This is an optimization exercise on Yosys and OpenROAD, whose aim is small area and a short achievable clock period, not a production implementation.
The RTL was checked by simulation tests, not by an equivalence proof against the original design.
Power figures rest on the tool's default switching activity, not on a simulated workload.

// stream_fifo
module stream_fifo #(
  parameter int WIDTH = 16,
  parameter int DEPTH = 256
) (
  input  logic                       clock,
  input  logic                       reset,
  input  logic [WIDTH-1:0]           in_data,
  input  logic                       in_valid,
  output logic                       in_ready,
  output logic [WIDTH-1:0]           out_data,
  output logic                       out_valid,
  input  logic                       out_ready,
  output logic [$clog2(DEPTH):0]     count,
  output logic                       full,
  output logic                       empty
);
  localparam int AW    = $clog2(DEPTH);
  localparam int CW    = AW + 1;
  localparam int PW    = stream_fifo_pkg::PHASE_BITS;
  localparam int NPH   = 1 << PW;
  localparam int LW    = AW - PW;
  localparam int NLOOP = (DEPTH >> PW) - 1;
  logic [PW-1:0]        ph_b;       
  logic [NPH-1:0]       ph_oh;
  logic                 v1;         
  logic [WIDTH-1:0]     p1d;
  logic [AW-1:0]        tw_b;       
  logic [NPH-1:0]       tw_oh;
  logic [AW-1:0]        rh_b;       
  logic [NPH-1:0]       rh_oh;
  logic                 big;                
  logic                 dl_0, dl_1;         
  logic                 tge_q, seq_q;       
  ...
Size in the first run: ~6600 cells after synthesis, ~4400 flip-flops, roughly 49 I/O pins, about 110000 um^2 of cells after synthesis.
clock: 5.0 ns
lec_check: 0
abc_clock_period_in_ps: 2000
cap_margin: 20
core_margin: 2
core_utilization: 40
cts_cluster_diameter: 80
cts_cluster_size: 28
place_density: 0.8
setup_slack_margin: 2.5
slew_margin: 20
run.sh (not shown) runs the stock make flow with config.mk's settings and CLKGATE_MAP_FILE= SYNTH_SCRIPT=/design/flow/synth_recipe.tcl, a recipe that flattens the netlist after the stock synthesis.
The baseline completed with no timing, DRC or antenna violations.
Edit:
CORE_UTILIZATION = 47   (was 40)
PLACE_DENSITY = default   (was 0.8)
Result: Now the flow ran to the end with violations: antenna violations; non-clock buffer count went up by 1; design area came out lower slightly; synthesized cell count is unchanged; final cell count fell by a few percent; total power went down slightly; synthesized area does not change; sequential power barely changes; hold slack improves by 0.025 ns; clock power goes down by a few percent; setup slack gets better by 0.081 ns; first-iteration DRC count is lower by about a fifth.
Edit:
ABC_CLOCK_PERIOD_IN_PS = 1200   (was 2000)
CORE_UTILIZATION = 40   (was 47)
The changed run passed the timing, DRC and antenna checks.
Worst hold slack gets worse by 0.015 ns.
Worst setup slack is worse by 0.043 ns.
Count of clock-buffer cells in the layout came out higher by 2.
Clock power climbs by a few percent.
Power increases slightly.
Core utilization shrinks by 7.5 points.
Maximum frequency shrinks slightly.
Routed wire length stays flat.
Sequential power barely changes.
Design area rises slightly.
Edit:
ABC_CLOCK_PERIOD_IN_PS = 2000   (was 1200)
SETUP_SLACK_MARGIN = 3.0   (was 2.5)
Sequential cell count does not change.
Die area is unchanged.
Worst setup slack degrades by 0.010 ns.
Edit:
SETUP_SLACK_MARGIN = 2.5   (was 3.0)
=> Wire length came out lower by 5.6%; setup slack is better by 0.010 ns; final cell count decreases by 0.92%; count of clock-buffer cells in the layout is lower by 5; sequential share of layout area is higher by 1.6 points; non-clock buffer count is lower by 78; via count went down by 2.1%; global-route usage goes down by 0.93 points; die area stays the same; area after synthesis is unchanged; design area goes down by 2.1%.


## run 4
stream_fifo, a different RTL version from the one above (not shown whole).
Size: ~6800 cells after synthesis, about 110000 um2 of cells after synthesis.
==> flow/config.mk <==
export PLATFORM = sky130hd
export DESIGN_NAME = stream_fifo
export DESIGN_NICKNAME = stream_fifo
export VERILOG_FILES = /design/flow/design.v
export SDC_FILE = /design/flow/constraint.sdc
export NUM_CORES = 4
export LEC_CHECK = 0
export ABC_CLOCK_PERIOD_IN_PS = 2000
export CAP_MARGIN = 20
export CORE_MARGIN = 2
export CORE_UTILIZATION = 40
export CTS_CLUSTER_SIZE = 30
export SETUP_SLACK_MARGIN = 2.5
export SLEW_MARGIN = 20
==> flow/constraint.sdc <==
create_clock -name core_clock -period 5.0 [get_ports {clock}]
set_input_delay 1.0000 -clock core_clock [delete_from_list [all_inputs] [get_ports {clock}]]
set_output_delay 1.0000 -clock core_clock [all_outputs]
set_load 0.01 [all_outputs]
Run 4 completed; timing, DRC and antenna clean
### run 4 -> run 1
Settings: removing CTS_CLUSTER_SIZE (formerly 30); removing SETUP_SLACK_MARGIN (formerly 2.5); removing ABC_CLOCK_PERIOD_IN_PS (formerly 2000).
==> results.txt <==
Share of total power consumed by net switching delta for run 1 relative to run 4: 0.44 points lower
Compared with run 4, run 1 shows post-route minimum period higher by 0.76 ns.
Run 1 vs. run 4: total power shrank by 0.66 mW, total number of placement rows held steady, number of inverters outside the clock class in the layout fell 1, routed wire length fell about 3.5%, worst setup slack after layout decreased by 0.76 ns relative to the old numbers.


The RTL this note starts from:
==> flow/design.v <==
package stream_fifo_pkg;
  localparam int PHASE_BITS = 3;
endpackage
module stream_fifo #(
  parameter int WIDTH = 16,
  parameter int DEPTH = 256
) (
  input  logic                       clock,
  input  logic                       reset,
  input  logic [WIDTH-1:0]           in_data,
  input  logic                       in_valid,
  output logic                       in_ready,
  output logic [WIDTH-1:0]           out_data,
  output logic                       out_valid,
  input  logic                       out_ready,
  output logic [$clog2(DEPTH):0]     count,
  output logic                       full,
  output logic                       empty
);
  localparam int AW    = $clog2(DEPTH);
  localparam int CW    = AW + 1;
  localparam int PW    = stream_fifo_pkg::PHASE_BITS;
  localparam int NPH   = 1 << PW;
  localparam int LW    = AW - PW;
  localparam int NLOOP = 1 << LW;
  logic [PW-1:0]        ph_b;       
  logic [NPH-1:0]       ph_oh;
  logic                 v1;         
  logic [WIDTH-1:0]     p1d;
  logic [AW-1:0]        tw_b;       
  logic [NPH-1:0]       tw_oh;
  logic [AW-1:0]        rh_b;       
  logic [NPH-1:0]       rh_oh;
  logic                 n_lt, n_eq, n_gt;   
  logic [NPH*WIDTH-1:0] wd;         
  logic [NPH-1:0]       wv;
  logic [NPH*WIDTH-1:0] rd;         
  logic [NPH-1:0]       rv;         
  logic [NPH-1:0]       sv;         
  logic [WIDTH-1:0]     inj_q;      
  logic [NLOOP-1:0]     inj_sel;    
  logic [NLOOP-1:0]     cap_sel;    
  logic                 fwd_q;      
  logic [WIDTH-1:0]     hq;
  logic                 hv;
  logic                 full_q, empty_q, rdy_q;
  logic [CW-1:0]        cnt_q;
  logic [NLOOP*WIDTH-1:0] tap1;
  genvar gb;
  generate
    for (gb = 0; gb < NLOOP; gb++) begin : g_loop
      logic [NPH*WIDTH-1:0] sh;
      always_ff @(posedge clock) begin
        if (inj_sel[gb])
          sh <= {inj_q, sh[NPH*WIDTH-1:WIDTH]};
        else
          sh <= {sh[WIDTH-1:0], sh[NPH*WIDTH-1:WIDTH]};
      end
      assign tap1[gb*WIDTH +: WIDTH] = sh[2*WIDTH-1:WIDTH];
    end
  endgenerate
  function automatic logic [NPH-1:0] rotl(input logic [NPH-1:0] x, input int k);
    logic [2*NPH-1:0] y;
    y = {x, x} << k;
    rotl = y[2*NPH-1:NPH];
  endfunction
  function automatic logic [WIDTH-1:0] pick_w(input logic [NPH*WIDTH-1:0] v,
                                              input logic [NPH-1:0] oh);
    logic [WIDTH-1:0] acc;
    acc = '0;
    for (int i = 0; i < NPH; i++)
      acc = acc | (v[i*WIDTH +: WIDTH] & {WIDTH{oh[i]}});
    pick_w = acc;
  endfunction
  function automatic logic [NPH-1:0] therm(input logic [NPH-1:0] oh);
    logic [NPH-1:0] t;
    t[0] = oh[0];
    for (int i = 1; i < NPH; i++)
      t[i] = t[i-1] | oh[i];
    therm = t;
  endfunction
  function automatic logic [NLOOP-1:0] rotl_l(input logic [NLOOP-1:0] x, input int k);
    logic [2*NLOOP-1:0] y;
    y = {x, x} << k;
    rotl_l = y[2*NLOOP-1:NLOOP];
  endfunction
  function automatic logic [NLOOP-1:0] dec_loop(input logic [LW-1:0] l);
    dec_loop = NLOOP'(1) << l;
  endfunction
  logic             accept, pop, avail, mv, byp, spec, cap_we;
  logic             lt_n, eq_n, gt_n;
  logic [NPH-1:0]   c_oh;                
  logic [WIDTH-1:0] mv_data, cap_data, tap_data, stg_data;
  assign accept = in_valid && rdy_q;
  assign pop    = hv && out_ready;
  logic [AW-1:0] nst;
  assign nst  = tw_b - rh_b;
  assign lt_n = n_lt;
  assign eq_n = n_eq;
  assign gt_n = n_gt;
  assign avail   = |(rh_oh & rv);
  assign mv      = avail && (!hv || out_ready);
  assign mv_data = pick_w(rd, rh_oh);
  assign byp     = v1 && (lt_n || (eq_n && mv));
  assign c_oh = rotl(ph_oh, 1);
  always_comb begin
    tap_data = '0;
    for (int b = 0; b < NLOOP; b++)
      tap_data = tap_data | (tap1[b*WIDTH +: WIDTH] & {WIDTH{cap_sel[b]}});
  end
  assign stg_data = pick_w(wd, c_oh);
  assign cap_data = fwd_q ? stg_data : tap_data;
  assign spec   = |(c_oh & rh_oh & rv);
  assign cap_we = spec ? (mv && gt_n) : |(c_oh & sv);
  logic [PW-1:0]    ph1, ph2, tws;
  logic [NPH-1:0]   i_oh, k_oh;
  logic             i_wr, i_pend;
  logic [WIDTH-1:0] i_data;
  logic [NLOOP-1:0] rhi_oh, twhi_oh, r1hi_oh, sel0, sel1, inj_nx, c_pl;
  logic             h0, h1, c0, c1, ge_c;
  logic [NPH-1:0]   r1_oh;
  assign ph1     = ph_b + PW'(1);
  assign ph2     = ph_b + PW'(2);
  assign tws     = tw_b[PW-1:0];
  assign i_oh    = rotl(ph_oh, 1);
  assign k_oh    = rotl(ph_oh, 2);
  assign rhi_oh  = dec_loop(rh_b[AW-1:PW]);
  assign twhi_oh = dec_loop(tw_b[AW-1:PW]);
  assign i_wr   = v1 && |(i_oh & tw_oh);
  assign i_pend = i_wr || |(i_oh & wv);
  assign i_data = i_wr ? p1d : pick_w(wd, i_oh);
  assign ge_c   = |(i_oh & therm(tw_oh));    
  assign inj_nx = (i_wr || !ge_c) ? twhi_oh : rotl_l(twhi_oh, NLOOP - 1);
  assign h0      = |(k_oh & (rv | (tw_oh & {NPH{v1 && lt_n}})));
  assign h1      = |(k_oh & (rv | (tw_oh & {NPH{v1 && (lt_n || eq_n)}})));
  assign r1_oh   = rotl(rh_oh, 1);
  assign c0      = !(|(k_oh & therm(rh_oh))) || (|(k_oh & rh_oh) && h0);
  assign sel0    = c0 ? rotl_l(rhi_oh, 1) : rhi_oh;
  assign r1hi_oh = r1_oh[0] ? rotl_l(rhi_oh, 1) : rhi_oh;
  assign c1      = !(|(k_oh & therm(r1_oh))) || (|(k_oh & r1_oh) && h1);
  assign sel1    = c1 ? rotl_l(r1hi_oh, 1) : r1hi_oh;
  assign c_pl  = ge_c ? rotl_l(twhi_oh, NLOOP - 1) : twhi_oh;
  assign fwd_q = |(c_oh & wv) && |(cap_sel & c_pl);
  always_ff @(posedge clock) begin
    p1d   <= in_data;
    inj_q <= i_data;
    if (mv)
      hq <= mv_data;
    for (int i = 0; i < NPH; i++) begin
      if (v1 && tw_oh[i])
        wd[i*WIDTH +: WIDTH] <= p1d;
      if (byp && tw_oh[i])
        rd[i*WIDTH +: WIDTH] <= p1d;
      else if (cap_we && c_oh[i])
        rd[i*WIDTH +: WIDTH] <= cap_data;
    end
  end
  always_ff @(posedge clock) begin
    if (reset) begin
      ph_b    <= '0;
      ph_oh   <= NPH'(1);
      v1      <= 1'b0;
      tw_b    <= '0;
      tw_oh   <= NPH'(1);
      rh_b    <= '0;
      rh_oh   <= NPH'(1);
      n_lt    <= 1'b1;
      n_eq    <= 1'b0;
      n_gt    <= 1'b0;
      wv      <= '0;
      rv      <= '0;
      sv      <= '0;
      inj_sel <= '0;
      cap_sel <= '0;
      hv      <= 1'b0;
      cnt_q   <= '0;
      full_q  <= 1'b0;
      empty_q <= 1'b1;
      rdy_q   <= 1'b1;
    end else begin
      ph_b  <= ph1;
      ph_oh <= rotl(ph_oh, 1);
      v1    <= accept;
      if (v1) begin
        tw_b  <= tw_b + AW'(1);
        tw_oh <= rotl(tw_oh, 1);
      end
      if (mv) begin
        rh_b  <= rh_b + AW'(1);
        rh_oh <= rotl(rh_oh, 1);
      end
      if (mv && !v1) begin
        n_lt <= nst < AW'(NPH + 1);
        n_eq <= nst == AW'(NPH + 1);
        n_gt <= nst > AW'(NPH + 1);
      end else if (v1 && !mv) begin
        n_lt <= nst < AW'(NPH - 1);
        n_eq <= nst == AW'(NPH - 1);
        n_gt <= nst > AW'(NPH - 1);
      end
      for (int i = 0; i < NPH; i++) begin
        if (v1 && tw_oh[i])
          wv[i] <= 1'b1;
        else if (ph_oh[i])
          wv[i] <= 1'b0;
        if (byp && tw_oh[i]) begin
          rv[i] <= 1'b1;
          sv[i] <= 1'b1;
        end else if (cap_we && c_oh[i]) begin
          rv[i] <= 1'b1;
          sv[i] <= 1'b1;
        end else if (mv && rh_oh[i]) begin
          rv[i] <= 1'b0;
          sv[i] <= gt_n;
        end
      end
      inj_sel <= i_pend ? inj_nx : '0;
      cap_sel <= mv ? sel1 : sel0;
      hv      <= mv || (hv && !out_ready);
      cnt_q   <= pop ? (accept ? cnt_q : cnt_q - CW'(1)) : (accept ? cnt_q + CW'(1) : cnt_q);
      full_q  <= (cnt_q == CW'(DEPTH - 1) && accept && !pop) || (full_q && !pop);
      rdy_q   <= !((cnt_q == CW'(DEPTH - 1) && accept && !pop) || (full_q && !pop));
      empty_q <= (cnt_q == CW'(1) && pop && !accept) || (empty_q && !accept);
    end
  end
  assign in_ready  = rdy_q;
  assign full      = full_q;
  assign empty     = empty_q;
  assign count     = cnt_q;
  assign out_valid = hv;
  assign out_data  = hq;
endmodule
Settings: LEC_CHECK=0, ABC_CLOCK_PERIOD_IN_PS=2000, CAP_MARGIN=20, CORE_MARGIN=2, CORE_UTILIZATION=40, CTS_CLUSTER_SIZE=30, SETUP_SLACK_MARGIN=2.5, SLEW_MARGIN=20; clock period 5.0 ns.
Next try:
CTS_CLUSTER_DIAMETER = 80   (was not set)
CTS_CLUSTER_SIZE = 28   (was 30)
Effect: The new run finished with timing, DRC and antenna clean; area after synthesis does not change; wire length drops by about 2%; power is lower by about 19%.

-- separate check: timing with driven ports --
The flow's constraints put no driver on any port. The routed layouts listed below were extracted and timed again, unchanged, in two steps.
Step 1 sets driving cells, clkbuf_16 on the clock port and buf_2 on the other inputs (assumed; they add their load-dependent delay and slew).
Step 2 adds t to the input delays and takes it off the output delays; t is the mean of the earliest and latest rising clock arrival at the registers after step 1. Input paths then give back, and output paths get back, about the clock's delay inside the block.
Slacks: no drivers / after step 1 / after step 2; pairs: no drivers / after step 1.
run | shift t [ns] | setup slack, ns | worst register clock-pin slew, ns | worst slew at a driven data input, ns
the first run of note 1 | 0.973 | 2.248 / 2.248 / 1.520 | 0.11 / 0.11 | 0.07
the second run of note 1 | 0.956 | 2.329 / 2.329 / 1.696 | 0.11 / 0.11 | 0.05
the third run of note 1 | 0.959 | 2.286 / 2.286 / 1.801 | 0.11 / 0.11 | 0.05
the fourth run of note 1 | 0.947 | 2.276 / 2.276 / 2.226 | 0.11 / 0.11 | 0.04
the fifth run of note 1 | 0.959 | 2.286 / 2.286 / 1.801 | 0.11 / 0.11 | 0.05
run 4 | 1.033 | 1.169 / 1.169 / 1.169 | 0.07 / 0.07 | 0.04
run 1 | 1.026 | 0.413 / 0.413 / 0.413 | 0.07 / 0.07 | 0.04
the first run of note 3 | 1.054 | 2.015 / 2.015 / 1.299 | 0.07 / 0.07 | 0.05
the second run of note 3 | 0.970 | 2.050 / 2.050 / 1.406 | 0.11 / 0.11 | 0.05
For the first run of note 1, which loses most, drivers alone change the setup slack by 0.000 ns; drivers and shift together by -0.728 ns.
